Source: an optimization exercise on an open RTL-to-GDS flow (aim: small area, a short achievable clock period and few clock cycles per item). Production flows keep margins and buffers that such runs may drop. RTL that was checked went through simulation tests only; none was proved equivalent to the original. The RTL of run 2 was laid out without a check of its function.

==> flow/design.v (outline; a module is shown in full before it is edited, if it fits) <==
// module esc_mul: 1377 lines
// module esc_div: 96 lines
// module env_sensor_compensation_unit: 425 lines
module env_sensor_compensation_unit #(
	parameter int QUEUE_DEPTH = esc_pkg::QUEUE_DEPTH_DEF
) (
	input  logic                           clk,
	input  logic                           arst_n,
	input  logic                           s_tvalid,
	output logic                           s_tready,
	input  logic [esc_pkg::IN_DATA_W-1:0]  s_tdata,
	output logic                           m_tvalid,
	input  logic                           m_tready,
	output logic [esc_pkg::OUT_DATA_W-1:0] m_tdata,
	input  logic                           cfg_we,
	input  logic [esc_pkg::CFG_IDX_W-1:0]  cfg_index,
	input  logic [esc_pkg::CFG_DATA_W-1:0] cfg_wdata
);
  // ...
==> flow/run.sh <==
#!/bin/bash
# synth_recipe.tcl (not shown) runs the flow's synth.tcl, then flattens the netlist and writes it again
# the make line also repeats each setting of config.mk as NAME=value (left out here)
make -C /OpenROAD-flow-scripts/flow DESIGN_CONFIG=/design/flow/config.mk WORK_HOME=/design/flow/orfs CLKGATE_MAP_FILE= SYNTH_SCRIPT=/design/flow/synth_recipe.tcl finish
==> flow/config.mk <==
export PLATFORM = sky130hd
export DESIGN_NAME = env_sensor_compensation_unit
export DESIGN_NICKNAME = env_sensor_compensation_unit
export VERILOG_FILES = /design/flow/design.v
export SDC_FILE = /design/flow/constraint.sdc
export NUM_CORES = 8
export LEC_CHECK = 0
export ABC_AREA = 0
export ABC_CLOCK_PERIOD_IN_PS = 4000
export CAP_MARGIN = 20
export CORE_MARGIN = 2
export CORE_UTILIZATION = 25
export SETUP_SLACK_MARGIN = 5
export SLEW_MARGIN = 20
==> flow/constraint.sdc <==
create_clock -name core_clock -period 12.5 [get_ports {clk}]
set_input_delay 2.5000 -clock core_clock [delete_from_list [all_inputs] [get_ports {clk}]]
set_output_delay 2.5000 -clock core_clock [all_outputs]
set_load 0.01 [all_outputs]
==> metrics.md, run 1 <==
| Metric | Value |
|---|---|
| Sequential cell count | 1,251 |
| Util after Layout | 28.7% |
| Final GP Congestion | 1.04 |
| Top cells by area, synth | edfxtp_1, fa_1, ha_1, dfxtp_1, xor2_1 |
| GR Util met1 | 27.3% |
| Max Transition Viols Final | 0 |
| Post-synthesis mux area share | under 10% |
| Synth Area in XOR/XNOR | between 8 and 9% |
| Met3 Resource Use GR | 6.47% |
| DR vias/cell | 5.50 |
| Status | complete, no violations |
| Non-clk buf share | 3.61% |
| YS warnings | 2 |
| Post-CTS resize count | 7 |
| Clk buf depth | 3 |
| Setup TNS | 0 ns |
| Largest net degree at the start of global routing | 81 |
| Worst hold-check path type | flop to flop |
| Finished Layout Cells | 13,600 |
| Yosys top cell area share | between 30% and 40% |
| Synth Flop Type | edfxtp_1 |
| Stages on worst setup path | 23 |
| Design area | 101,000 sq um |
| Critical path's largest stage delay | 0.51 ns |
| Critical path startpoint category | flop |
| Post-Syn Area | 88,100 sq um |
| Tap cell count | about 4,600 |
| Critical-path top delay cell | fa_1 |
| Slack of the critical path | 5.22 ns |
Testbench counts, summed over its fixed seeds: cycles 21,236, items 768.
==> module env_sensor_compensation_unit, before the edit <==
module env_sensor_compensation_unit #(
	parameter int QUEUE_DEPTH = esc_pkg::QUEUE_DEPTH_DEF
) (
	input  logic                           clk,
	input  logic                           arst_n,
	input  logic                           s_tvalid,
	output logic                           s_tready,
	input  logic [esc_pkg::IN_DATA_W-1:0]  s_tdata,
	output logic                           m_tvalid,
	input  logic                           m_tready,
	output logic [esc_pkg::OUT_DATA_W-1:0] m_tdata,
	input  logic                           cfg_we,
	input  logic [esc_pkg::CFG_IDX_W-1:0]  cfg_index,
	input  logic [esc_pkg::CFG_DATA_W-1:0] cfg_wdata
);
	logic [47:0] cw_t, cw_p13, cw_p46, cw_p79;
	logic [31:0] cw_h13, cw_h46;
	logic [5:0]  cal_v;
	always_ff @(posedge clk) begin
		if (cfg_we) begin
			case (cfg_index)
				3'd0: cw_t   <= cfg_wdata;
				3'd1: cw_p13 <= cfg_wdata;
				3'd2: cw_p46 <= cfg_wdata;
				3'd3: cw_p79 <= cfg_wdata;
				3'd4: cw_h13 <= cfg_wdata[31:0];
				3'd5: cw_h46 <= cfg_wdata[31:0];
				default: ;
			endcase
		end
	end
	always_ff @(posedge clk or negedge arst_n) begin
		if (!arst_n) cal_v <= '0;
		else if (cfg_we && cfg_index < 3'd6) cal_v[cfg_index] <= 1'b1;
	end
	logic [47:0] cal_t, cal_p13, cal_p46, cal_p79;
	logic [31:0] cal_h13, cal_h46;
	assign cal_t   = cw_t   & {48{cal_v[0]}};
	assign cal_p13 = cw_p13 & {48{cal_v[1]}};
	assign cal_p46 = cw_p46 & {48{cal_v[2]}};
	assign cal_p79 = cw_p79 & {48{cal_v[3]}};
	assign cal_h13 = cw_h13 & {32{cal_v[4]}};
	assign cal_h46 = cw_h46 & {32{cal_v[5]}};
	logic [15:0] t1, p1;
	logic signed [15:0] t2, t3, p2, p3, p4, p5, p6, p7, p8, p9, h2;
	logic [7:0] h1, h3;
	logic signed [11:0] h4, h5;
	logic signed [7:0] h6;
	assign t1 = cal_t[15:0];    assign t2 = cal_t[31:16];   assign t3 = cal_t[47:32];
	assign p1 = cal_p13[15:0];  assign p2 = cal_p13[31:16]; assign p3 = cal_p13[47:32];
	assign p4 = cal_p46[15:0];  assign p5 = cal_p46[31:16]; assign p6 = cal_p46[47:32];
	assign p7 = cal_p79[15:0];  assign p8 = cal_p79[31:16]; assign p9 = cal_p79[47:32];
	assign h1 = cal_h13[7:0];   assign h2 = cal_h13[23:8];  assign h3 = cal_h13[31:24];
	assign h4 = cal_h46[11:0];  assign h5 = cal_h46[23:12]; assign h6 = cal_h46[31:24];
	logic [5:0] step_q, step_n;
	logic idle_q, rdy_q, stall, adv;
	logic [2:0] vq;
	logic tv_q;    
	logic div_done;
	logic u_v, u_accwe, u_sub, u_divld, u_qn, u_tfw, u_th, u_th2, u_hh, u_prw;
	logic [4:0] u_asel;
	logic [4:0] u_bsel;
	logic [1:0] u_ssel, u_csel, u_sh;
	logic [2:0] u_xsel;
	logic [2:0] u_dest;
	logic [1:0] u_qnoff, u_prwoff;
	logic [2:0] u_sk1, u_sk2, u_sk3, u_sk4;
	logic [5:0] rom_addr;
	logic r_v, r_accwe, r_sub, r_divld, r_qn, r_tfw, r_th, r_th2, r_hh, r_prw;
	logic [4:0] r_asel;
	logic [4:0] r_bsel;
	logic [1:0] r_ssel, r_csel, r_sh;
	logic [2:0] r_xsel;
	logic [2:0] r_dest;
	logic [1:0] r_qnoff, r_prwoff;
	logic [2:0] r_sk1, r_sk2, r_sk3, r_sk4;
	always_comb begin
		r_v = 1'b0; r_accwe = 1'b0; r_sub = 1'b0; r_divld = 1'b0; r_qn = 1'b0;
		r_tfw = 1'b0; r_th = 1'b0; r_th2 = 1'b0; r_hh = 1'b0; r_prw = 1'b0;
		r_asel = '0; r_bsel = '0; r_ssel = '0; r_csel = '0; r_sh = '0; r_xsel = '0; r_dest = '0;
		r_qnoff = '0; r_prwoff = '0; r_sk1 = '0; r_sk2 = '0; r_sk3 = '0; r_sk4 = '0;
		case (rom_addr)
			6'd0: begin r_v = 1; r_asel = 6; r_bsel = 9; r_dest = 2; r_qnoff = 1; end  
			6'd1: begin r_v = 1; r_asel = 1; r_bsel = 1; r_dest = 5; end  
			6'd2: begin r_v = 1; r_dest = 7; end  
			6'd3: begin r_v = 1; r_asel = 7; r_bsel = 10; r_dest = 6; r_qnoff = 1; end  
			6'd4: begin r_v = 1; r_asel = 2; r_bsel = 2; r_dest = 5; end  
			6'd5: begin r_v = 1; r_ssel = 2; r_csel = 2; r_xsel = 7; r_dest = 1; r_qnoff = 2; r_sk4 = 2; end  
			6'd6: begin r_v = 1; r_asel = 8; r_bsel = 11; r_dest = 6; r_qnoff = 1; r_sk3 = 2; end  
			6'd7: begin r_tfw = 1; r_sk2 = 2; end
			6'd8: begin r_v = 1; r_asel = 9; r_bsel = 12; r_accwe = 1; r_dest = 1; r_prw = 1; r_prwoff = 2; r_sk1 = 2; end  
			6'd9: begin r_v = 1; r_asel = 9; r_bsel = 13; r_sh = 1; r_xsel = 3; r_accwe = 1; r_dest = 1; end  
			6'd10: begin r_v = 1; r_asel = 3; r_bsel = 4; r_dest = 5; r_th = 1; r_th2 = 1; end  
			6'd11: begin r_v = 1; r_asel = 3; r_bsel = 5; r_xsel = 2; r_dest = 2; r_hh = 1; r_sk4 = 3; end  
			6'd12: begin r_v = 1; r_asel = 3; r_bsel = 3; r_sub = 1; r_xsel = 1; r_dest = 7; r_sk3 = 3; end  
			6'd13: begin r_v = 1; r_asel = 10; r_bsel = 16; r_xsel = 6; r_accwe = 1; r_dest = 3; r_sk2 = 3; r_sk4 = 1; end  
			6'd14: begin r_v = 1; r_asel = 13; r_bsel = 17; r_sh = 1; r_xsel = 3; r_accwe = 1; r_dest = 3; r_sk1 = 3; r_sk3 = 1; end  
			6'd15: begin r_v = 1; r_asel = 12; r_bsel = 16; r_sh = 2; r_xsel = 3; r_accwe = 1; r_dest = 3; r_sk2 = 1; end  
			6'd16: begin r_v = 1; r_asel = 4; r_bsel = 6; r_accwe = 1; r_dest = 6; r_sk1 = 1; r_sk4 = 3; end  
			6'd17: begin r_v = 1; r_asel = 4; r_bsel = 7; r_sh = 1; r_xsel = 3; r_accwe = 1; r_dest = 6; r_sk3 = 3; end  
			6'd18: begin r_v = 1; r_asel = 10; r_bsel = 14; r_sub = 1; r_xsel = 5; r_accwe = 1; r_dest = 2; r_sk2 = 3; end  
			6'd19: begin r_v = 1; r_asel = 11; r_bsel = 15; r_sh = 1; r_sub = 1; r_xsel = 3; r_accwe = 1; r_dest = 2; r_sk1 = 3; end  
			6'd20: begin r_v = 1; r_asel = 12; r_bsel = 14; r_sh = 2; r_sub = 1; r_xsel = 3; r_accwe = 1; r_dest = 2; end  
			6'd21: begin r_v = 1; r_asel = 14; r_bsel = 18; r_accwe = 1; r_dest = 4; end  
			6'd22: begin r_v = 1; r_asel = 15; r_bsel = 18; r_sh = 2; r_xsel = 3; r_accwe = 1; r_dest = 4; end  
			6'd23: begin r_v = 1; r_ssel = 1; r_csel = 1; r_dest = 1; r_qn = 1; r_qnoff = 1; r_sk4 = 4; end  
			6'd24: begin r_v = 1; r_asel = 16; r_bsel = 19; r_accwe = 1; r_sk3 = 4; end  
			6'd25: begin r_v = 1; r_asel = 17; r_bsel = 19; r_sh = 2; r_xsel = 3; r_accwe = 1; r_divld = 1; r_sk2 = 4; r_sk4 = 7; end  
			6'd26: begin r_v = 1; r_asel = 18; r_bsel = 20; r_accwe = 1; r_dest = 2; r_qnoff = 1; r_sk1 = 4; r_sk3 = 7; end  
			6'd27: begin r_v = 1; r_asel = 19; r_bsel = 20; r_sh = 2; r_xsel = 3; r_accwe = 1; r_dest = 2; r_qnoff = 1; r_sk2 = 7; end  
			6'd28: begin r_v = 1; r_asel = 20; r_bsel = 21; r_accwe = 1; r_dest = 3; r_qnoff = 1; r_sk1 = 7; end  
			6'd29: begin r_v = 1; r_asel = 21; r_bsel = 21; r_sh = 2; r_xsel = 3; r_accwe = 1; r_dest = 3; r_qnoff = 1; r_sk4 = 5; end  
			6'd30: begin r_v = 1; r_asel = 5; r_bsel = 8; r_xsel = 4; r_dest = 5; r_sk3 = 5; r_sk4 = 5; end  
			6'd31: begin r_v = 1; r_asel = 22; r_bsel = 22; r_accwe = 1; r_dest = 4; r_qnoff = 1; r_sk2 = 5; r_sk3 = 5; r_sk4 = 6; end  
			6'd32: begin r_v = 1; r_asel = 22; r_bsel = 23; r_sh = 1; r_xsel = 3; r_accwe = 1; r_dest = 4; r_qnoff = 1; r_sk1 = 5; r_sk2 = 5; r_sk3 = 6; r_sk4 = 6; end  
			6'd33: begin r_v = 1; r_asel = 22; r_bsel = 24; r_sh = 2; r_xsel = 3; r_accwe = 1; r_dest = 4; r_qnoff = 1; r_sk1 = 5; r_sk2 = 6; r_sk3 = 6; end  
			6'd34: begin r_v = 1; r_asel = 22; r_bsel = 25; r_sh = 3; r_xsel = 3; r_accwe = 1; r_dest = 4; r_qnoff = 1; r_sk1 = 6; r_sk2 = 6; end  
			6'd35: begin r_v = 1; r_asel = 23; r_bsel = 22; r_sh = 2; r_xsel = 3; r_accwe = 1; r_dest = 4; r_qnoff = 1; r_sk1 = 6; end  
			6'd36: begin r_v = 1; r_asel = 23; r_bsel = 23; r_sh = 3; r_xsel = 3; r_accwe = 1; r_dest = 4; r_qnoff = 1; end  
			default: ;
		endcase
	end
	assign rom_addr = (!adv) ? step_q : body_end ? '0 : step_n;
	always_ff @(posedge clk) begin
		u_v <= r_v; u_accwe <= r_accwe; u_sub <= r_sub; u_divld <= r_divld; u_qn <= r_qn;
		u_tfw <= r_tfw; u_th <= r_th; u_th2 <= r_th2; u_hh <= r_hh; u_prw <= r_prw;
		u_asel <= r_asel; u_bsel <= r_bsel; u_ssel <= r_ssel; u_csel <= r_csel; u_sh <= r_sh;
		u_xsel <= r_xsel; u_dest <= r_dest; u_qnoff <= r_qnoff; u_prwoff <= r_prwoff;
		u_sk1 <= r_sk1; u_sk2 <= r_sk2; u_sk3 <= r_sk3; u_sk4 <= r_sk4;
	end
	logic c_pb17, c_a18, c_aa37, c_qv37, c_qv32, c_c937, c_pq37;
	logic [7:0] cv;
	assign cv = {c_pq37, c_c937, c_qv32, c_qv37, c_aa37, c_a18, c_pb17, 1'b0};
	logic sk1, sk2, sk3, sk4;
	assign sk1 = cv[u_sk1];
	assign sk2 = cv[u_sk2];
	assign sk3 = cv[u_sk3];
	assign sk4 = cv[u_sk4];
	always_comb begin
		if (sk1 && sk2 && sk3 && sk4) step_n = step_q + 6'd5;
		else if (sk1 && sk2 && sk3) step_n = step_q + 6'd4;
		else if (sk1 && sk2) step_n = step_q + 6'd3;
		else if (sk1)        step_n = step_q + 6'd2;
		else                 step_n = step_q + 6'd1;
	end
	logic body_end;
	assign body_end = (7'(step_n) >= 7'd37);
	assign stall = idle_q
		|| (u_qn && vq[u_qnoff] && !div_done)
		|| (u_prw && vq[u_prwoff] && (tv_q || prw_q));
	assign adv = !stall;
	always_ff @(posedge clk or negedge arst_n) begin
		if (!arst_n) begin
			step_q <= '0;
			idle_q <= 1'b1;
			rdy_q  <= 1'b0;
			vq     <= '0;
		end else begin
			if (rdy_q && s_tvalid) rdy_q <= 1'b0;
			if (idle_q) begin
				if (s_tvalid) begin
					idle_q <= 1'b0;
					rdy_q  <= 1'b1;
					vq     <= {vq[1:0], 1'b1};
				end
			end else if (adv) begin
				if (body_end) begin
					step_q <= '0;
					vq     <= {vq[1:0], s_tvalid};
					if (!s_tvalid && vq[1:0] == '0) idle_q <= 1'b1;
					else rdy_q <= s_tvalid;
				end else begin
					step_q <= step_n;
				end
			end
		end
	end
	assign s_tready = rdy_q;
	logic [16:0] in_t;
	logic [17:0] kx_q, kx_c;       
	logic signed [22:0] nbk_q, nbk_c;   
	assign kx_c  = 18'(1) - 18'({h4, 6'b0});
	assign nbk_c = 23'sd1048576 - 23'($signed({p4, 4'b0}));
	always_ff @(posedge clk) begin
		if (rdy_q && s_tvalid) begin
			in_t  <= s_tdata[39:23];
			kx_q  <= {2'b0, s_tdata[55:40]} + kx_c;
			nbk_q <= nbk_c - $signed({3'b0, s_tdata[19:0]});
		end
	end
	logic [63:0] g0_q;    
	logic [63:0] g1_q;    
	logic [55:0] g2_q;    
	logic [38:0] g3_q;    
	logic [21:0] g4_q;    
	logic [27:0] g5_q;    
	logic [20:0] g6_q;    
	logic [63:0] r_alu, acc_q;
	logic signed [21:0] tf_q;
	logic signed [17:0] e1;
	logic signed [16:0] dt;
	logic signed [22:0] hvb, av;
	logic [63:0] nbi;
	assign e1  = {dt, in_t[0]};    
	assign dt  = $signed({1'b0, in_t[16:1]}) - $signed({1'b0, t1});
	assign hvb = 23'(tf_q) - 23'sd76800;
	assign av  = 23'(tf_q) - 23'sd128000;
	assign nbi = 64'($signed(nbk_q)) <<< 31;
	assign c_a18  = (av[22:17] == {6{av[17]}});
	assign c_pb17 = (g4_q[21:16] == {6{g4_q[16:16]}});
	assign c_aa37 = (g0_q[45:36] == 10'd0);
	assign c_qv37 = (g0_q[63:49] == {15{g0_q[49:49]}});
	assign c_qv32 = (g0_q[63:44] == {20{g0_q[44:44]}});
	assign c_pq37 = (g0_q[63:36] == {28{g0_q[36:36]}});
	assign c_c937 = (g1_q[63:36] == {28{g1_q[36:36]}});
	logic [36:0] opa;
	logic [17:0] opb;
	always_comb begin
		case (u_asel)
			5'd0: opa = 37'($signed(e1));  
			5'd1: opa = 37'($signed(dt));  
			5'd2: opa = 37'($signed(g4_q[21:2]));  
			5'd3: opa = 37'($signed(hvb));  
			5'd4: opa = 37'($signed(g1_q[31:11]));  
			5'd5: opa = {15'b0, ~g5_q[27:27], g5_q[26:6]};  
			5'd6: opa = 37'($signed(g4_q[21:4]));  
			5'd7: opa = 37'($signed(g1_q[31:15]));  
			5'd8: opa = 37'($signed(g5_q[27:3]));  
			5'd9: opa = 37'($signed(av));  
			5'd10: opa = (c_aa37 ? g0_q[36:0] : {5'b0, g0_q[31:0]});  
			5'd11: opa = 37'($signed({av, 1'b0}));  
			5'd12: opa = {23'b0, g0_q[45:32]};  
			5'd13: opa = 37'($signed({av, 4'b0}));  
			5'd14: opa = {5'b0, g2_q[31:0]};  
			5'd15: opa = 37'($signed(g2_q[55:32]));  
			5'd16: opa = {5'b0, g1_q[31:0]};  
			5'd17: opa = 37'($signed(g1_q[63:32]));  
			5'd18: opa = (c_qv37 ? g0_q[49:13] : {5'b0, g0_q[44:13]});  
			5'd19: opa = {18'b0, g0_q[63:45]};  
			5'd20: opa = (c_pq37 ? g0_q[36:0] : {5'b0, g0_q[31:0]});  
			5'd21: opa = {5'b0, g0_q[63:32]};  
			5'd22: opa = (c_c937 ? g1_q[36:0] : {5'b0, g1_q[31:0]});  
			5'd23: opa = {5'b0, g1_q[63:32]};  
			default: opa = '0;
		endcase
		case (u_bsel)
			5'd0: opb = 18'($signed(t2));  
			5'd1: opb = 18'($signed(dt));  
			5'd2: opb = 18'($signed(t3));  
			5'd3: opb = 18'($signed(h5));  
			5'd4: opb = 18'($signed(h6));  
			5'd5: opb = {10'b0, h3};  
			5'd6: opb = {{2{c_pb17 & g4_q[16:16]}}, g4_q[15:0]};  
			5'd7: opb = 18'($signed(g4_q[21:16]));  
			5'd8: opb = 18'($signed(h2));  
			5'd9: opb = 18'($signed(g6_q[20:4]));  
			5'd10: opb = 18'($signed(g1_q[31:15]));  
			5'd11: opb = {10'b0, h1};  
			5'd12: opb = {c_a18 ? av[17:16] : 2'b00, av[15:0]};  
			5'd13: opb = 18'($signed(av[22:16]));  
			5'd14: opb = 18'($signed(p6));  
			5'd15: opb = 18'($signed(p5));  
			5'd16: opb = 18'($signed(p3));  
			5'd17: opb = 18'($signed(p2));  
			5'd18: opb = {2'b0, p1};  
			5'd19: opb = 18'd3125;  
			5'd20: opb = 18'($signed(p9));  
			5'd21: opb = 18'($signed(p8));  
			5'd22: opb = {2'b0, g0_q[28:13]};  
			5'd23: opb = {{2{c_qv32 & g0_q[44:44]}}, g0_q[44:29]};  
			5'd24: opb = {2'b0, g0_q[60:45]};  
			5'd25: opb = {2'b0, {13{g0_q[63:63]}}, g0_q[63:61]};  
			default: opb = '0;
		endcase
	end
	logic [36:0] a_q;
	logic [8:0]  bneg_q, bone_q, btwo_q;    
	logic [63:0] s_q, c_q, mul_s, mul_c;
	logic v1_q, accwe1_q, sub1_q, divld1_q, qn1_q;
	logic [1:0] ssel1_q, csel1_q, sh1_q;
	logic [2:0] xsel1_q, xsel2_q;
	logic [2:0] dest1_q, dest2_q;
	logic v2_q, accwe2_q, sub2_q, divld2_q, cin2_q;
	logic qcin;
	always_ff @(posedge clk or negedge arst_n) begin
		if (!arst_n) begin
			v1_q <= 1'b0; v2_q <= 1'b0;
		end else begin
			v1_q <= u_v && adv;
			v2_q <= v1_q;
		end
	end
	always_ff @(posedge clk) begin
		a_q <= opa;
		for (int i = 0; i < 9; i++) begin
			bneg_q[i] <= opb[2*i+1];
			bone_q[i] <= opb[2*i] ^ ((i == 0) ? 1'b0 : opb[2*i-1]);
			btwo_q[i] <= (opb[2*i+1] & ~opb[2*i] & ~((i == 0) ? 1'b0 : opb[2*i-1]))
				| (~opb[2*i+1] & opb[2*i] & ((i == 0) ? 1'b0 : opb[2*i-1]));
		end
		accwe1_q <= u_accwe; sub1_q <= u_sub; divld1_q <= u_divld; qn1_q <= u_qn;
		ssel1_q <= u_ssel; csel1_q <= u_csel; sh1_q <= u_sh; xsel1_q <= u_xsel; dest1_q <= u_dest;
		accwe2_q <= accwe1_q; sub2_q <= sub1_q; divld2_q <= divld1_q;
		xsel2_q <= xsel1_q; dest2_q <= dest1_q;
		cin2_q <= sub1_q | (qn1_q & qcin);
	end
	logic [63:0] s1, c1, ys, yc;
	always_comb begin
		case (ssel1_q)
			2'd1:    s1 = zq;
			2'd2:    s1 = 64'($signed(g2_q[55:11]));
			default: s1 = mul_s;
		endcase
		case (csel1_q)
			2'd1:    c1 = '0;
			2'd2:    c1 = 64'($signed(g3_q[38:0]));
			default: c1 = mul_c;
		endcase
		case (sh1_q)
			2'd1:    begin ys = {s1[47:0], 16'b0}; yc = {c1[47:0], 16'b0}; end
			2'd2:    begin ys = {s1[31:0], 32'b0}; yc = {c1[31:0], 32'b0}; end
			2'd3:    begin ys = {s1[15:0], 48'b0}; yc = {c1[15:0], 48'b0}; end
			default: begin ys = s1; yc = c1; end
		endcase
		if (sub1_q) begin ys = ~ys; yc = ~yc; end
	end
	esc_mul u_mul (.a(a_q), .bneg(bneg_q), .bone(bone_q), .btwo(btwo_q), .s(mul_s), .c(mul_c));
	logic [63:0] zq;
	always_ff @(posedge clk) begin
		s_q <= ys;
		c_q <= yc;
	end
	logic [63:0] xv, csa_s, csa_c;
	always_comb begin
		case (xsel2_q)
			3'd0: xv = 64'd0;  
			3'd1: xv = {32'b0, kx_q, 14'b0};  
			3'd2: xv = 64'd1 << 26;  
			3'd3: xv = acc_q;  
			3'd4: xv = 64'd1 << 13;  
			3'd5: xv = nbi;  
			3'd6: xv = 64'd1 << 55;  
			3'd7: xv = g0_q[63:0];  
			default: xv = '0;
		endcase
		csa_s = xv ^ s_q ^ c_q;
		csa_c = (xv & s_q) | (xv & c_q) | (s_q & c_q);
		r_alu = csa_s + {csa_c[62:0], sub2_q} + {63'b0, cin2_q};
	end
	always_ff @(posedge clk) begin
		if (v2_q && accwe2_q) acc_q <= r_alu;
		if (v2_q && dest2_q == 3'd1) g0_q <= r_alu[63:0];
		if (v2_q && dest2_q == 3'd2) g1_q <= r_alu[63:0];
		if (v2_q && dest2_q == 3'd3) g2_q <= r_alu[63:8];
		if (v2_q && dest2_q == 3'd4) g3_q <= r_alu[63:25];
		if (v2_q && dest2_q == 3'd5) g4_q <= r_alu[31:10];
		if (v2_q && dest2_q == 3'd6) g5_q <= r_alu[31:4];
		if (v2_q && dest2_q == 3'd7) g6_q <= r_alu[31:11];
		if (adv && u_tfw) tf_q <= 22'($signed(g6_q[20:0])) + 22'($signed(g4_q[21:4]));
	end
	logic pvk_q, dpv;
	esc_div u_div (
		.clk    (clk),
		.arst_n (arst_n),
		.load   (v2_q && divld2_q),
		.num    (r_alu),
		.x1     (g3_q[38:8]),
		.done   (div_done),
		.zq     (zq),
		.qcin   (qcin),
		.pv     (dpv)
	);
	always_ff @(posedge clk) begin
		if (v1_q && qn1_q) pvk_q <= dpv;
	end
	logic [23:0] o_temp, th_q, th1_q;
	logic        prw_q;    
	logic [16:0] hh_q;
	logic [16:0] o_hum;
	logic [31:0] o_pres;
	logic        o_pv;
	logic signed [24:0] tt;
	logic [23:0] temp_sat;
	assign tt = (25'($signed(tf_q)) * 25'sd5 + 25'sd128) >>> 8;
	assign temp_sat = tt[23:0];
	logic [31:0] hv;
	logic [16:0] hum_c;
	assign hv = g1_q[31:0] - 32'($signed(g5_q[27:0]));
	always_comb begin
		if (hv[31])                   hum_c = 17'd0;
		else if (hv > 32'd419430400)  hum_c = 17'd102400;
		else                          hum_c = hv[28:12];
	end
	logic [56:0] pr;
	logic [31:0] pres_sat;
	assign pr = 57'($signed(g0_q[63:8])) + 57'($signed({p7, 4'b0}));
	always_comb begin
		if (pr[56])             pres_sat = 32'd0;
		else if (|pr[55:32])    pres_sat = 32'hFFFFFFFF;
		else                    pres_sat = pr[31:0];
	end
	always_ff @(posedge clk) begin
		if (adv && u_th) th1_q <= temp_sat;
		if (adv && u_th2) th_q <= th1_q;
		if (adv && u_hh) hh_q <= hum_c;
		if (prw_q) begin
			o_temp <= th_q;
			o_hum  <= hh_q;
			o_pres <= pvk_q ? pres_sat : 32'd0;
			o_pv   <= pvk_q;
		end
	end
	always_ff @(posedge clk or negedge arst_n) begin
		if (!arst_n) begin
			tv_q  <= 1'b0;
			prw_q <= 1'b0;
		end else begin
			prw_q <= adv && u_prw && vq[u_prwoff];
			if (prw_q) tv_q <= 1'b1;
			else if (m_tready) tv_q <= 1'b0;
		end
	end
	assign m_tvalid = tv_q;
	assign m_tdata  = {6'b0, o_hum, o_pv, o_pres, o_temp};
endmodule
==> inputs of run 2 (changes only) <==
--- a/flow/design.v
+++ b/flow/design.v
@@ -1587,43 +1587,44 @@
 		r_asel = '0; r_bsel = '0; r_ssel = '0; r_csel = '0; r_sh = '0; r_xsel = '0; r_dest = '0;
 		r_qnoff = '0; r_prwoff = '0; r_sk1 = '0; r_sk2 = '0; r_sk3 = '0; r_sk4 = '0;
 		case (rom_addr)
-			6'd0: begin r_v = 1; r_asel = 6; r_bsel = 9; r_dest = 2; r_qnoff = 1; end  
-			6'd1: begin r_v = 1; r_asel = 1; r_bsel = 1; r_dest = 5; end  
-			6'd2: begin r_v = 1; r_dest = 7; end  
-			6'd3: begin r_v = 1; r_asel = 7; r_bsel = 10; r_dest = 6; r_qnoff = 1; end  
-			6'd4: begin r_v = 1; r_asel = 2; r_bsel = 2; r_dest = 5; end  
-			6'd5: begin r_v = 1; r_ssel = 2; r_csel = 2; r_xsel = 7; r_dest = 1; r_qnoff = 2; r_sk4 = 2; end  
-			6'd6: begin r_v = 1; r_asel = 8; r_bsel = 11; r_dest = 6; r_qnoff = 1; r_sk3 = 2; end  
-			6'd7: begin r_tfw = 1; r_sk2 = 2; end
-			6'd8: begin r_v = 1; r_asel = 9; r_bsel = 12; r_accwe = 1; r_dest = 1; r_prw = 1; r_prwoff = 2; r_sk1 = 2; end  
-			6'd9: begin r_v = 1; r_asel = 9; r_bsel = 13; r_sh = 1; r_xsel = 3; r_accwe = 1; r_dest = 1; end  
-			6'd10: begin r_v = 1; r_asel = 3; r_bsel = 4; r_dest = 5; r_th = 1; r_th2 = 1; end  
-			6'd11: begin r_v = 1; r_asel = 3; r_bsel = 5; r_xsel = 2; r_dest = 2; r_hh = 1; r_sk4 = 3; end  
-			6'd12: begin r_v = 1; r_asel = 3; r_bsel = 3; r_sub = 1; r_xsel = 1; r_dest = 7; r_sk3 = 3; end  
-			6'd13: begin r_v = 1; r_asel = 10; r_bsel = 16; r_xsel = 6; r_accwe = 1; r_dest = 3; r_sk2 = 3; r_sk4 = 1; end  
-			6'd14: begin r_v = 1; r_asel = 13; r_bsel = 17; r_sh = 1; r_xsel = 3; r_accwe = 1; r_dest = 3; r_sk1 = 3; r_sk3 = 1; end  
-			6'd15: begin r_v = 1; r_asel = 12; r_bsel = 16; r_sh = 2; r_xsel = 3; r_accwe = 1; r_dest = 3; r_sk2 = 1; end  
-			6'd16: begin r_v = 1; r_asel = 4; r_bsel = 6; r_accwe = 1; r_dest = 6; r_sk1 = 1; r_sk4 = 3; end  
-			6'd17: begin r_v = 1; r_asel = 4; r_bsel = 7; r_sh = 1; r_xsel = 3; r_accwe = 1; r_dest = 6; r_sk3 = 3; end  
-			6'd18: begin r_v = 1; r_asel = 10; r_bsel = 14; r_sub = 1; r_xsel = 5; r_accwe = 1; r_dest = 2; r_sk2 = 3; end  
-			6'd19: begin r_v = 1; r_asel = 11; r_bsel = 15; r_sh = 1; r_sub = 1; r_xsel = 3; r_accwe = 1; r_dest = 2; r_sk1 = 3; end  
-			6'd20: begin r_v = 1; r_asel = 12; r_bsel = 14; r_sh = 2; r_sub = 1; r_xsel = 3; r_accwe = 1; r_dest = 2; end  
-			6'd21: begin r_v = 1; r_asel = 14; r_bsel = 18; r_accwe = 1; r_dest = 4; end  
-			6'd22: begin r_v = 1; r_asel = 15; r_bsel = 18; r_sh = 2; r_xsel = 3; r_accwe = 1; r_dest = 4; end  
-			6'd23: begin r_v = 1; r_ssel = 1; r_csel = 1; r_dest = 1; r_qn = 1; r_qnoff = 1; r_sk4 = 4; end  
-			6'd24: begin r_v = 1; r_asel = 16; r_bsel = 19; r_accwe = 1; r_sk3 = 4; end  
-			6'd25: begin r_v = 1; r_asel = 17; r_bsel = 19; r_sh = 2; r_xsel = 3; r_accwe = 1; r_divld = 1; r_sk2 = 4; r_sk4 = 7; end  
-			6'd26: begin r_v = 1; r_asel = 18; r_bsel = 20; r_accwe = 1; r_dest = 2; r_qnoff = 1; r_sk1 = 4; r_sk3 = 7; end  
-			6'd27: begin r_v = 1; r_asel = 19; r_bsel = 20; r_sh = 2; r_xsel = 3; r_accwe = 1; r_dest = 2; r_qnoff = 1; r_sk2 = 7; end  
-			6'd28: begin r_v = 1; r_asel = 20; r_bsel = 21; r_accwe = 1; r_dest = 3; r_qnoff = 1; r_sk1 = 7; end  
-			6'd29: begin r_v = 1; r_asel = 21; r_bsel = 21; r_sh = 2; r_xsel = 3; r_accwe = 1; r_dest = 3; r_qnoff = 1; r_sk4 = 5; end  
-			6'd30: begin r_v = 1; r_asel = 5; r_bsel = 8; r_xsel = 4; r_dest = 5; r_sk3 = 5; r_sk4 = 5; end  
-			6'd31: begin r_v = 1; r_asel = 22; r_bsel = 22; r_accwe = 1; r_dest = 4; r_qnoff = 1; r_sk2 = 5; r_sk3 = 5; r_sk4 = 6; end  
-			6'd32: begin r_v = 1; r_asel = 22; r_bsel = 23; r_sh = 1; r_xsel = 3; r_accwe = 1; r_dest = 4; r_qnoff = 1; r_sk1 = 5; r_sk2 = 5; r_sk3 = 6; r_sk4 = 6; end  
-			6'd33: begin r_v = 1; r_asel = 22; r_bsel = 24; r_sh = 2; r_xsel = 3; r_accwe = 1; r_dest = 4; r_qnoff = 1; r_sk1 = 5; r_sk2 = 6; r_sk3 = 6; end  
-			6'd34: begin r_v = 1; r_asel = 22; r_bsel = 25; r_sh = 3; r_xsel = 3; r_accwe = 1; r_dest = 4; r_qnoff = 1; r_sk1 = 6; r_sk2 = 6; end  
-			6'd35: begin r_v = 1; r_asel = 23; r_bsel = 22; r_sh = 2; r_xsel = 3; r_accwe = 1; r_dest = 4; r_qnoff = 1; r_sk1 = 6; end  
-			6'd36: begin r_v = 1; r_asel = 23; r_bsel = 23; r_sh = 3; r_xsel = 3; r_accwe = 1; r_dest = 4; r_qnoff = 1; end  
+			6'd0: begin r_v = 1; r_asel = 20; r_bsel = 21; r_dest = 3; r_qnoff = 2; r_sk1 = 7; end  
+			6'd1: begin r_v = 1; r_asel = 21; r_bsel = 21; r_sh = 2; r_xsel = 3; r_accwe = 1; r_dest = 3; r_qnoff = 2; end  
+			6'd2: begin r_v = 1; r_asel = 1; r_bsel = 1; r_dest = 7; r_sk4 = 5; end  
+			6'd3: begin r_v = 1; r_dest = 6; r_sk3 = 5; r_sk4 = 5; end  
+			6'd4: begin r_v = 1; r_asel = 22; r_bsel = 22; r_dest = 4; r_qnoff = 2; r_sk2 = 5; r_sk3 = 5; r_sk4 = 6; end  
+			6'd5: begin r_v = 1; r_asel = 22; r_bsel = 23; r_sh = 1; r_xsel = 3; r_accwe = 1; r_dest = 4; r_qnoff = 2; r_sk1 = 5; r_sk2 = 5; r_sk3 = 6; r_sk4 = 6; end  
+			6'd6: begin r_v = 1; r_asel = 22; r_bsel = 24; r_sh = 2; r_xsel = 3; r_accwe = 1; r_dest = 4; r_qnoff = 2; r_sk1 = 5; r_sk2 = 6; r_sk3 = 6; end  
+			6'd7: begin r_v = 1; r_asel = 22; r_bsel = 25; r_sh = 3; r_xsel = 3; r_accwe = 1; r_dest = 4; r_qnoff = 2; r_sk1 = 6; r_sk2 = 6; end  
+			6'd8: begin r_v = 1; r_asel = 23; r_bsel = 22; r_sh = 2; r_xsel = 3; r_accwe = 1; r_dest = 4; r_qnoff = 2; r_sk1 = 6; end  
+			6'd9: begin r_v = 1; r_asel = 23; r_bsel = 23; r_sh = 3; r_xsel = 3; r_accwe = 1; r_dest = 4; r_qnoff = 2; end  
+			6'd10: begin r_v = 1; r_asel = 2; r_bsel = 2; r_dest = 7; end  
+			6'd11: begin r_v = 1; r_asel = 7; r_bsel = 10; r_dest = 2; r_qnoff = 1; end  
+			6'd12: begin r_v = 1; r_ssel = 2; r_csel = 2; r_xsel = 7; r_dest = 1; r_qnoff = 2; end  
+			6'd13: begin r_sk4 = 2; end
+			6'd14: begin r_sk3 = 2; end
+			6'd15: begin r_v = 1; r_asel = 8; r_bsel = 11; r_dest = 3; r_qnoff = 1; r_tfw = 1; r_sk2 = 2; end  
+			6'd16: begin r_v = 1; r_asel = 9; r_bsel = 12; r_dest = 1; r_prw = 1; r_prwoff = 2; r_sk1 = 2; end  
+			6'd17: begin r_v = 1; r_asel = 9; r_bsel = 13; r_sh = 1; r_xsel = 3; r_accwe = 1; r_dest = 1; end  
+			6'd18: begin r_v = 1; r_asel = 3; r_bsel = 5; r_xsel = 2; r_dest = 6; r_th = 1; r_th2 = 1; end  
+			6'd19: begin r_v = 1; r_asel = 3; r_bsel = 4; r_dest = 2; r_sk4 = 3; end  
+			6'd20: begin r_v = 1; r_asel = 3; r_bsel = 3; r_sub = 1; r_xsel = 1; r_dest = 5; r_hh = 1; r_sk3 = 3; end  
+			6'd21: begin r_v = 1; r_asel = 10; r_bsel = 16; r_xsel = 6; r_dest = 3; r_sk2 = 3; r_sk4 = 1; end  
+			6'd22: begin r_v = 1; r_asel = 13; r_bsel = 17; r_sh = 1; r_xsel = 3; r_accwe = 1; r_dest = 3; r_sk1 = 3; r_sk3 = 1; end  
+			6'd23: begin r_v = 1; r_asel = 12; r_bsel = 16; r_sh = 2; r_xsel = 3; r_accwe = 1; r_dest = 3; r_sk2 = 1; end  
+			6'd24: begin r_v = 1; r_asel = 4; r_bsel = 6; r_dest = 7; r_sk1 = 1; r_sk4 = 3; end  
+			6'd25: begin r_v = 1; r_asel = 4; r_bsel = 7; r_sh = 1; r_xsel = 3; r_accwe = 1; r_dest = 7; r_sk3 = 3; end  
+			6'd26: begin r_v = 1; r_asel = 10; r_bsel = 14; r_sub = 1; r_xsel = 5; r_dest = 2; r_sk2 = 3; end  
+			6'd27: begin r_v = 1; r_asel = 11; r_bsel = 15; r_sh = 1; r_sub = 1; r_xsel = 3; r_accwe = 1; r_dest = 2; r_sk1 = 3; end  
+			6'd28: begin r_v = 1; r_asel = 12; r_bsel = 14; r_sh = 2; r_sub = 1; r_xsel = 3; r_accwe = 1; r_dest = 2; end  
+			6'd29: begin r_v = 1; r_asel = 14; r_bsel = 18; r_dest = 4; end  
+			6'd30: begin r_v = 1; r_asel = 15; r_bsel = 18; r_sh = 2; r_xsel = 3; r_accwe = 1; r_dest = 4; end  
+			6'd31: begin r_v = 1; r_asel = 5; r_bsel = 8; r_xsel = 4; r_dest = 3; end  
+			6'd32: begin r_v = 1; r_ssel = 1; r_csel = 1; r_dest = 1; r_qn = 1; r_qnoff = 1; end  
+			6'd33: begin r_v = 1; r_asel = 16; r_bsel = 19; r_sk4 = 4; end  
+			6'd34: begin r_v = 1; r_asel = 17; r_bsel = 19; r_sh = 2; r_xsel = 3; r_accwe = 1; r_divld = 1; r_sk3 = 4; end  
+			6'd35: begin r_v = 1; r_asel = 6; r_bsel = 9; r_dest = 5; r_sk2 = 4; end  
+			6'd36: begin r_v = 1; r_asel = 18; r_bsel = 20; r_dest = 2; r_qnoff = 1; r_sk1 = 4; end  
+			6'd37: begin r_v = 1; r_asel = 19; r_bsel = 20; r_sh = 2; r_xsel = 3; r_accwe = 1; r_dest = 2; r_qnoff = 1; end  
 			default: ;
 		endcase
 	end
@@ -1651,7 +1652,7 @@
 		else                 step_n = step_q + 6'd1;
 	end
 	logic body_end;
-	assign body_end = (7'(step_n) >= 7'd37);
+	assign body_end = (7'(step_n) >= 7'd38);
 	assign stall = idle_q
 		|| (u_qn && vq[u_qnoff] && !div_done)
 		|| (u_prw && vq[u_prwoff] && (tv_q || prw_q));
@@ -1697,12 +1698,12 @@
 	end
 	logic [63:0] g0_q;    
 	logic [63:0] g1_q;    
-	logic [55:0] g2_q;    
+	logic [59:0] g2_q;    
 	logic [38:0] g3_q;    
-	logic [21:0] g4_q;    
-	logic [27:0] g5_q;    
-	logic [20:0] g6_q;    
-	logic [63:0] r_alu, acc_q;
+	logic [31:0] g4_q;    
+	logic [20:0] g5_q;    
+	logic [21:0] g6_q;    
+	logic [63:0] r_alu;
 	logic signed [21:0] tf_q;
 	logic signed [17:0] e1;
 	logic signed [16:0] dt;
@@ -1714,7 +1715,7 @@
 	assign av  = 23'(tf_q) - 23'sd128000;
 	assign nbi = 64'($signed(nbk_q)) <<< 31;
 	assign c_a18  = (av[22:17] == {6{av[17]}});
-	assign c_pb17 = (g4_q[21:16] == {6{g4_q[16:16]}});
+	assign c_pb17 = (g1_q[31:26] == {6{g1_q[26:26]}});
 	assign c_aa37 = (g0_q[45:36] == 10'd0);
 	assign c_qv37 = (g0_q[63:49] == {15{g0_q[49:49]}});
 	assign c_qv32 = (g0_q[63:44] == {20{g0_q[44:44]}});
@@ -1726,20 +1727,20 @@
 		case (u_asel)
 			5'd0: opa = 37'($signed(e1));  
 			5'd1: opa = 37'($signed(dt));  
-			5'd2: opa = 37'($signed(g4_q[21:2]));  
+			5'd2: opa = 37'($signed(g6_q[21:2]));  
 			5'd3: opa = 37'($signed(hvb));  
-			5'd4: opa = 37'($signed(g1_q[31:11]));  
-			5'd5: opa = {15'b0, ~g5_q[27:27], g5_q[26:6]};  
-			5'd6: opa = 37'($signed(g4_q[21:4]));  
-			5'd7: opa = 37'($signed(g1_q[31:15]));  
-			5'd8: opa = 37'($signed(g5_q[27:3]));  
+			5'd4: opa = 37'($signed(g5_q[20:0]));  
+			5'd5: opa = {15'b0, ~g6_q[21:21], g6_q[20:0]};  
+			5'd6: opa = 37'($signed(g2_q[27:10]));  
+			5'd7: opa = 37'($signed(g4_q[31:15]));  
+			5'd8: opa = 37'($signed(g1_q[31:7]));  
 			5'd9: opa = 37'($signed(av));  
 			5'd10: opa = (c_aa37 ? g0_q[36:0] : {5'b0, g0_q[31:0]});  
 			5'd11: opa = 37'($signed({av, 1'b0}));  
 			5'd12: opa = {23'b0, g0_q[45:32]};  
 			5'd13: opa = 37'($signed({av, 4'b0}));  
-			5'd14: opa = {5'b0, g2_q[31:0]};  
-			5'd15: opa = 37'($signed(g2_q[55:32]));  
+			5'd14: opa = {5'b0, g2_q[35:4]};  
+			5'd15: opa = 37'($signed(g2_q[59:36]));  
 			5'd16: opa = {5'b0, g1_q[31:0]};  
 			5'd17: opa = 37'($signed(g1_q[63:32]));  
 			5'd18: opa = (c_qv37 ? g0_q[49:13] : {5'b0, g0_q[44:13]});  
@@ -1757,11 +1758,11 @@
 			5'd3: opb = 18'($signed(h5));  
 			5'd4: opb = 18'($signed(h6));  
 			5'd5: opb = {10'b0, h3};  
-			5'd6: opb = {{2{c_pb17 & g4_q[16:16]}}, g4_q[15:0]};  
-			5'd7: opb = 18'($signed(g4_q[21:16]));  
+			5'd6: opb = {{2{c_pb17 & g1_q[26:26]}}, g1_q[25:10]};  
+			5'd7: opb = 18'($signed(g1_q[31:26]));  
 			5'd8: opb = 18'($signed(h2));  
-			5'd9: opb = 18'($signed(g6_q[20:4]));  
-			5'd10: opb = 18'($signed(g1_q[31:15]));  
+			5'd9: opb = 18'($signed(g4_q[31:15]));  
+			5'd10: opb = 18'($signed(g4_q[31:15]));  
 			5'd11: opb = {10'b0, h1};  
 			5'd12: opb = {c_a18 ? av[17:16] : 2'b00, av[15:0]};  
 			5'd13: opb = 18'($signed(av[22:16]));  
@@ -1782,19 +1783,20 @@
 	end
 	logic [36:0] a_q;
 	logic [8:0]  bneg_q, bone_q, btwo_q;    
-	logic [63:0] s_q, c_q, mul_s, mul_c;
-	logic v1_q, accwe1_q, sub1_q, divld1_q, qn1_q;
-	logic [1:0] ssel1_q, csel1_q, sh1_q;
+	logic [63:0] s_q, c_q, mul_s, mul_c, s2_q, c2_q;
+	logic v1_q, acc1_q, sub1_q, divld1_q, qn1_q;
+	logic [1:0] ssel1_q, csel1_q, sh1_q, sh2_q;
 	logic [2:0] xsel1_q, xsel2_q;
-	logic [2:0] dest1_q, dest2_q;
-	logic v2_q, accwe2_q, sub2_q, divld2_q, cin2_q;
+	logic [2:0] dest1_q, dest2_q, dest3_q;
+	logic v2_q, acc2_q, sub2_q, divld2_q, cin2_q, v3_q, divld3_q;
 	logic qcin;
 	always_ff @(posedge clk or negedge arst_n) begin
 		if (!arst_n) begin
-			v1_q <= 1'b0; v2_q <= 1'b0;
+			v1_q <= 1'b0; v2_q <= 1'b0; v3_q <= 1'b0;
 		end else begin
 			v1_q <= u_v && adv;
 			v2_q <= v1_q;
+			v3_q <= v2_q;
 		end
 	end
 	always_ff @(posedge clk) begin
@@ -1805,71 +1807,75 @@
 			btwo_q[i] <= (opb[2*i+1] & ~opb[2*i] & ~((i == 0) ? 1'b0 : opb[2*i-1]))
 				| (~opb[2*i+1] & opb[2*i] & ((i == 0) ? 1'b0 : opb[2*i-1]));
 		end
-		accwe1_q <= u_accwe; sub1_q <= u_sub; divld1_q <= u_divld; qn1_q <= u_qn;
+		acc1_q <= u_accwe; sub1_q <= u_sub; divld1_q <= u_divld; qn1_q <= u_qn;
 		ssel1_q <= u_ssel; csel1_q <= u_csel; sh1_q <= u_sh; xsel1_q <= u_xsel; dest1_q <= u_dest;
-		accwe2_q <= accwe1_q; sub2_q <= sub1_q; divld2_q <= divld1_q;
+		acc2_q <= acc1_q; sub2_q <= sub1_q; divld2_q <= divld1_q; sh2_q <= sh1_q;
 		xsel2_q <= xsel1_q; dest2_q <= dest1_q;
-		cin2_q <= sub1_q | (qn1_q & qcin);
+		cin2_q <= qn1_q & qcin;
+		divld3_q <= divld2_q; dest3_q <= dest2_q;
 	end
-	logic [63:0] s1, c1, ys, yc;
-	always_comb begin
+	esc_mul u_mul (.a(a_q), .bneg(bneg_q), .bone(bone_q), .btwo(btwo_q), .s(mul_s), .c(mul_c));
+	logic [63:0] zq;
+	always_ff @(posedge clk) begin
 		case (ssel1_q)
-			2'd1:    s1 = zq;
-			2'd2:    s1 = 64'($signed(g2_q[55:11]));
-			default: s1 = mul_s;
+			2'd1:    s_q <= zq;
+			2'd2:    s_q <= 64'($signed(g2_q[59:15]));
+			default: s_q <= mul_s;
 		endcase
 		case (csel1_q)
-			2'd1:    c1 = '0;
-			2'd2:    c1 = 64'($signed(g3_q[38:0]));
-			default: c1 = mul_c;
-		endcase
-		case (sh1_q)
-			2'd1:    begin ys = {s1[47:0], 16'b0}; yc = {c1[47:0], 16'b0}; end
-			2'd2:    begin ys = {s1[31:0], 32'b0}; yc = {c1[31:0], 32'b0}; end
-			2'd3:    begin ys = {s1[15:0], 48'b0}; yc = {c1[15:0], 48'b0}; end
-			default: begin ys = s1; yc = c1; end
+			2'd1:    c_q <= '0;
+			2'd2:    c_q <= 64'($signed(g3_q[38:0]));
+			default: c_q <= mul_c;
 		endcase
-		if (sub1_q) begin ys = ~ys; yc = ~yc; end
 	end
-	esc_mul u_mul (.a(a_q), .bneg(bneg_q), .bone(bone_q), .btwo(btwo_q), .s(mul_s), .c(mul_c));
-	logic [63:0] zq;
-	always_ff @(posedge clk) begin
-		s_q <= ys;
-		c_q <= yc;
-	end
-	logic [63:0] xv, csa_s, csa_c;
+	logic [63:0] ys, yc, xv, xs, xc, k_s, k_c;
 	always_comb begin
+		case (sh2_q)
+			2'd1:    begin ys = {s_q[47:0], 16'b0}; yc = {c_q[47:0], 16'b0}; end
+			2'd2:    begin ys = {s_q[31:0], 32'b0}; yc = {c_q[31:0], 32'b0}; end
+			2'd3:    begin ys = {s_q[15:0], 48'b0}; yc = {c_q[15:0], 48'b0}; end
+			default: begin ys = s_q; yc = c_q; end
+		endcase
+		if (sub2_q) begin ys = ~ys; yc = ~yc; end
 		case (xsel2_q)
 			3'd0: xv = 64'd0;  
 			3'd1: xv = {32'b0, kx_q, 14'b0};  
 			3'd2: xv = 64'd1 << 26;  
-			3'd3: xv = acc_q;  
+			3'd3: xv = '0;  
 			3'd4: xv = 64'd1 << 13;  
 			3'd5: xv = nbi;  
 			3'd6: xv = 64'd1 << 55;  
 			3'd7: xv = g0_q[63:0];  
 			default: xv = '0;
 		endcase
-		csa_s = xv ^ s_q ^ c_q;
-		csa_c = (xv & s_q) | (xv & c_q) | (s_q & c_q);
-		r_alu = csa_s + {csa_c[62:0], sub2_q} + {63'b0, cin2_q};
+		xs = acc2_q ? s2_q : xv;
+		xc = acc2_q ? c2_q : 64'd0;
+		k_s = ys ^ yc ^ xs;
+		k_c = (ys & yc) | (ys & xs) | (yc & xs);
+	end
+	logic [63:0] k_c1, m_c;
+	assign k_c1 = {k_c[62:0], sub2_q};
+	assign m_c  = (k_s & k_c1) | (k_s & xc) | (k_c1 & xc);
+	always_ff @(posedge clk) begin
+		s2_q <= k_s ^ k_c1 ^ xc;
+		c2_q <= {m_c[62:0], sub2_q | cin2_q};
 	end
+	assign r_alu = s2_q + c2_q;
 	always_ff @(posedge clk) begin
-		if (v2_q && accwe2_q) acc_q <= r_alu;
-		if (v2_q && dest2_q == 3'd1) g0_q <= r_alu[63:0];
-		if (v2_q && dest2_q == 3'd2) g1_q <= r_alu[63:0];
-		if (v2_q && dest2_q == 3'd3) g2_q <= r_alu[63:8];
-		if (v2_q && dest2_q == 3'd4) g3_q <= r_alu[63:25];
-		if (v2_q && dest2_q == 3'd5) g4_q <= r_alu[31:10];
-		if (v2_q && dest2_q == 3'd6) g5_q <= r_alu[31:4];
-		if (v2_q && dest2_q == 3'd7) g6_q <= r_alu[31:11];
-		if (adv && u_tfw) tf_q <= 22'($signed(g6_q[20:0])) + 22'($signed(g4_q[21:4]));
+		if (v3_q && dest3_q == 3'd1) g0_q <= r_alu[63:0];
+		if (v3_q && dest3_q == 3'd2) g1_q <= r_alu[63:0];
+		if (v3_q && dest3_q == 3'd3) g2_q <= r_alu[63:4];
+		if (v3_q && dest3_q == 3'd4) g3_q <= r_alu[63:25];
+		if (v3_q && dest3_q == 3'd5) g4_q <= r_alu[31:0];
+		if (v3_q && dest3_q == 3'd6) g5_q <= r_alu[31:11];
+		if (v3_q && dest3_q == 3'd7) g6_q <= r_alu[31:10];
+		if (adv && u_tfw) tf_q <= 22'($signed(g5_q[20:0])) + 22'($signed(g6_q[21:4]));
 	end
 	logic pvk_q, dpv;
 	esc_div u_div (
 		.clk    (clk),
 		.arst_n (arst_n),
-		.load   (v2_q && divld2_q),
+		.load   (v3_q && divld3_q),
 		.num    (r_alu),
 		.x1     (g3_q[38:8]),
 		.done   (div_done),
@@ -1892,7 +1898,7 @@
 	assign temp_sat = tt[23:0];
 	logic [31:0] hv;
 	logic [16:0] hum_c;
-	assign hv = g1_q[31:0] - 32'($signed(g5_q[27:0]));
+	assign hv = g4_q[31:0] - 32'($signed(g2_q[27:0]));
 	always_comb begin
 		if (hv[31])                   hum_c = 17'd0;
 		else if (hv > 32'd419430400)  hum_c = 17'd102400;
==> run 2 against run 1 <==
  * Sequential cell count up 71
  * Highest routed layer unchanged
  * Core utilization grew 0.053 points
  * Cell count increased by 2.7%
  * Register-to-register slack improved by 0.18 ns
  * Still clean
  * Critical path type unchanged
==> metrics.md, run 2 <==
| Metric | Value |
|---|---|
| Yosys top cell area share | 29.1% (was 32.0%) |
| Later-pin clock latency in the skew report | 0.85 ns (about the same) |
| RSZ-0062 raised after global routing | no (unchanged) |
| Area of the core | 362,000 sq um (was 352,000 sq um) |
| Design area | 104,000 sq um (was 101,000 sq um) |
| Remaining DRCs | 0 (unchanged) |
| # IOs | 194 (unchanged) |
| DR pass1 iterations | 9 (was 10) |
| DP Area | 98,700 sq um (was 95,900 sq um) |
| TritonCTS Buffers | 150 (was 143) |
| Die area | 368,000 sq um (was 357,000 sq um) |
| Worst hold path cell count | 0 (unchanged) |
| Vias in the first global route | 71,500 (was 69,700) |
| Post-Syn Area | 90,900 sq um (was 88,100 sq um) |
| Initial DRC Count | 11,400 (unchanged) |
| Via count of the routed design | 76,500 (was 75,000) |
| Initial core utilization | 25.1% (about the same) |
| CTS tree | built (unchanged) |
| Status | complete, no violations (unchanged) |
| Critical path startpoint category | flop (unchanged) |
| Port-buffer cells | 184 (unchanged) |
| Final Hold Violating Endpoints | 0 (unchanged) |
| WL final | 390 mm (was 389 mm) |
| Wire length per cell | 27.8 microns (was 28.5 microns) |
| Max Transition Viols Final | 0 (unchanged) |
| Critical-path top delay cell | edfxtp_1 (was fa_1) |
| Max Cap Violations | 0 (unchanged) |
| Kind of critical path | flop to flop (unchanged) |
| Count leader, synth | edfxtp_1 (unchanged) |
| Period minus WS final | 7.09 ns (was 7.28 ns) |
| Setup TNS | 0 ns (unchanged) |
| Area growth, synth to finish | 14.4% (about the same) |
| Least-Margin Pin Slew | 1.35 ns (was 1.32 ns) |
| Post-DP HPWL | 287 mm (was 286 mm) |
| Global-route wire length before repair | 543 mm (was 539 mm) |
| Nets | 10,100 (was 9,843) |
| Die Ht | 607 microns (was 598 microns) |
| CTS Hold Bufs | 0 (unchanged) |
| Row count | 221 (was 218) |
| Layout cells sized above 1 | 7.23% (was 7.51%) |
| Clk root buf | clkbuf_16 (unchanged) |
| Final GP Congestion | 1.06 (was 1.04) |
| Post-CTS resize count | 0 (was 7) |
| Syn avg cell area | 10.1 sq um (was 9.97 sq um) |
| DR vias/cell | 5.46 (was 5.50) |
| Top cells by area, synth | edfxtp_1, dfxtp_1, fa_1, ha_1, xnor2_1 (was edfxtp_1, fa_1, ha_1, dfxtp_1, xor2_1) |
| Slew headroom | 9.62% (was 11.5%) |
| Peak Freq | 0.141 GHz (was 0.137 GHz) |
| Crit end category | flop (unchanged) |
| DRT antenna net count | 0 (unchanged) |
| Setup Skew | 0.0622 ns (was 0.0644 ns) |
| WP data arrival | 7.88 ns (was 7.95 ns) |
| Netlist cell types | 105 (was 104) |
| CP Max Fanout | 11 (was 36) |
| Seq/Total Area, Yosys | 39.0% (was 39.2%) |
| Final period util | 56.7% (was 58.2%) |
| Setup Buffers After CTS | 0 (unchanged) |
| Worst hold-check path type | flop to flop (unchanged) |
| Width of the die | 607 microns (was 598 microns) |
| Synth Flop Type | edfxtp_1 (unchanged) |
| Post-synth EDFFs | 882 (was 938) |
| Gr usage total | 20.5% (was 21.0%) |
| H-tree depth | 4 (unchanged) |
| Largest net degree at the start of global routing | 148 (was 81) |
| Critical path's largest stage delay | 0.78 ns (was 0.51 ns) |
| Leading area contributor after synthesis | edfxtp_1 (unchanged) |
| Antenna violations before repair | 47 (was 43) |
| YS warnings | 2 (unchanged) |
| Fill count | 37,800 (was 36,700) |
| Async SR Flop Fraction | 2.12% (was 2.16%) |
| Clk buf depth | 3 (unchanged) |
| Clk slew on worst S/H paths | 0.07 ns (about the same) |
| Hold Slack | 0.293 ns (was 0.324 ns) |
| Mapped Cells | 9,030 (was 8,841) |
| FF+latch count, synth | 1,322 (was 1,251) |
| Grt ovf | 0 (unchanged) |
| Post-synth top cells | edfxtp_1, nand2_1, inv_1 (was edfxtp_1, inv_1, nand2_1) |
| R2r worst-path depth | 15 (was 23) |
| TritonCTS sink count | 1,322 (was 1,251) |
| Worst-path cell chain | nand4_1, nor4_1, o21ai_1, o221ai_1, a2bb2oi_2, and2_1, a311oi_1, a211o_1, xor2_2, o31a_1, nor2_1, ha_1, nand2_1, nor3_1, or3_1 (was buf_4, and2_2, nand2_1, fa_1, inv_1, fa_1, fa_1, a21o_1, a21oi_1, o21bai_1, a21o_1, a21oi_1, o211ai_1, nand3_1, a21o_1, a21oi_1, o41ai_4, buf_4, o21ai_0, a221oi_1, o21bai_1, xor2_2, mux2_2) |
| Commonest non-fill, non-tap cell in the layout | edfxtp_1 (unchanged) |
| Most frequent cells in the layout | edfxtp_1, nand2_1, inv_1 (was edfxtp_1, inv_1, nand2_1) |
| # setup viols final | 0 (unchanged) |
| Reg2Reg Setup Slack | 5.41 ns (was 5.22 ns) |
| CP required | 13.29 ns (was 13.17 ns) |
-- run 2: changes by cell type in the layout (fill, tap and decap cells not counted), sizes merged, moves of 32 or more --
cell    change
edfxtp     -56
nand2      +82
mux2i      +65
xnor2      +79
and2       +56
o21ai      +40
mux2       -33
inv       -169
xor2       -85
diode      +32
fa         +62
a22o       -37
dfxtp     +126
-- run 2: kinds of logic (layout without fill, tap and decap cells) --
kind of cell | count (synthesis) | after routing | share of synthesized area, %
adder cells (fa/ha/maj) | 928 | 928 | 16.2
other | 1 | 67 | 0.00413
XOR/XNOR | 881 | 881 | 8.50
buffers and inverters | 1139 | 1254 | 4.81
AND/OR/NAND/NOR | 2137 | 2137 | 11.1
flip-flops | 1322 | 1322 | 39.0
multiplexers | 180 | 180 | 2.00
AO/OA/AOI/OAI | 2442 | 2442 | 18.4
-- run 2: metal layers --
metal  routed length [microns]  GRT usage [%]
met5                       107              0
met3                     49400           7.02
met4                     26400           11.9
met1                    153000           26.5
met2                    161000           29.4
-- run 2: worst max-delay path, delay by kind of cell (launching register included) --
family / cells / cell delay, ns
adders and majority gates: 1 / 0.57
DFF: 1 / 0.78
xor gates and xnor gates: 1 / 0.21
and+or+nand+nor: 7 / 3.40
AOI/OAI and AO/OA: 6 / 2.05
-- run 2: through the flow --
stage / std cells / util, % / setup slack, ns
6_report: 14000 / 28.7 / 5.41
5_1_grt: 14000 / 28.7 / 5.21
4_1_cts: 13900 / 28.6 / 5.53
3_5_place_dp: 13700 / 27.2 / 5.57
3_3_place_gp: 13700 / 27.2 / 5.60
2_1_floorplan: 9035 / - / 7.07
-- run 2: path summary, 6_finish.rpt --
path | startpoint | endpoint
worst max register to register | g0_q[50] | u_bsel[0]
min in group asynchronous | arst_n | vq[2]
worst max-delay path | g0_q[50] | u_bsel[0]
worst min-delay path | dest2_q[2] | dest3_q[2]
max in group asynchronous | arst_n | v3_q
worst min register to register | dest2_q[2] | dest3_q[2]
-- run 2: cell type report --
class	instances	area (sq um)	area share [%]
Clock buffer	183	4020	3.87
Sequential cell	1322	35500	34.1
Clock inverter	97	1040	1.00
Multi-Input combinational cell	6574	51600	49.7
Tap cell	4794	6000	5.77
Timing Repair Buffer	403	3510	3.38
Inverter	571	2150	2.07
Antenna cell	61	153	0.147

[afterwards: timing with drivers on the ports]
The flow's constraints put no driver on any port. The routed layouts listed below were extracted and timed again, unchanged, in two steps. Step 1, drivers: a clkbuf_16 drives clk and a buf_2 each remaining input, both assumed. Step 2 times the ports against the registers' clock, not the clock port: input delays grow and output delays shrink by t, the midpoint of the rising clock arrivals with the driver on. Three values: no drivers, after step 1, after step 2; two values: the first two.
| run | t, ns | setup slack, ns | worst hold slack (ns) | slew at the worst register clock pin (ns) |
|---|---|---|---|---|
| run 1 | 0.925 | 5.224 / 5.224 / 5.224 | 0.324 / 0.324 / 0.324 | 0.07 / 0.07 |
| run 2 | 0.899 | 5.407 / 5.407 / 5.407 | 0.293 / 0.293 / 0.293 | 0.07 / 0.07 |
After both steps setup and hold are still met in every run listed.
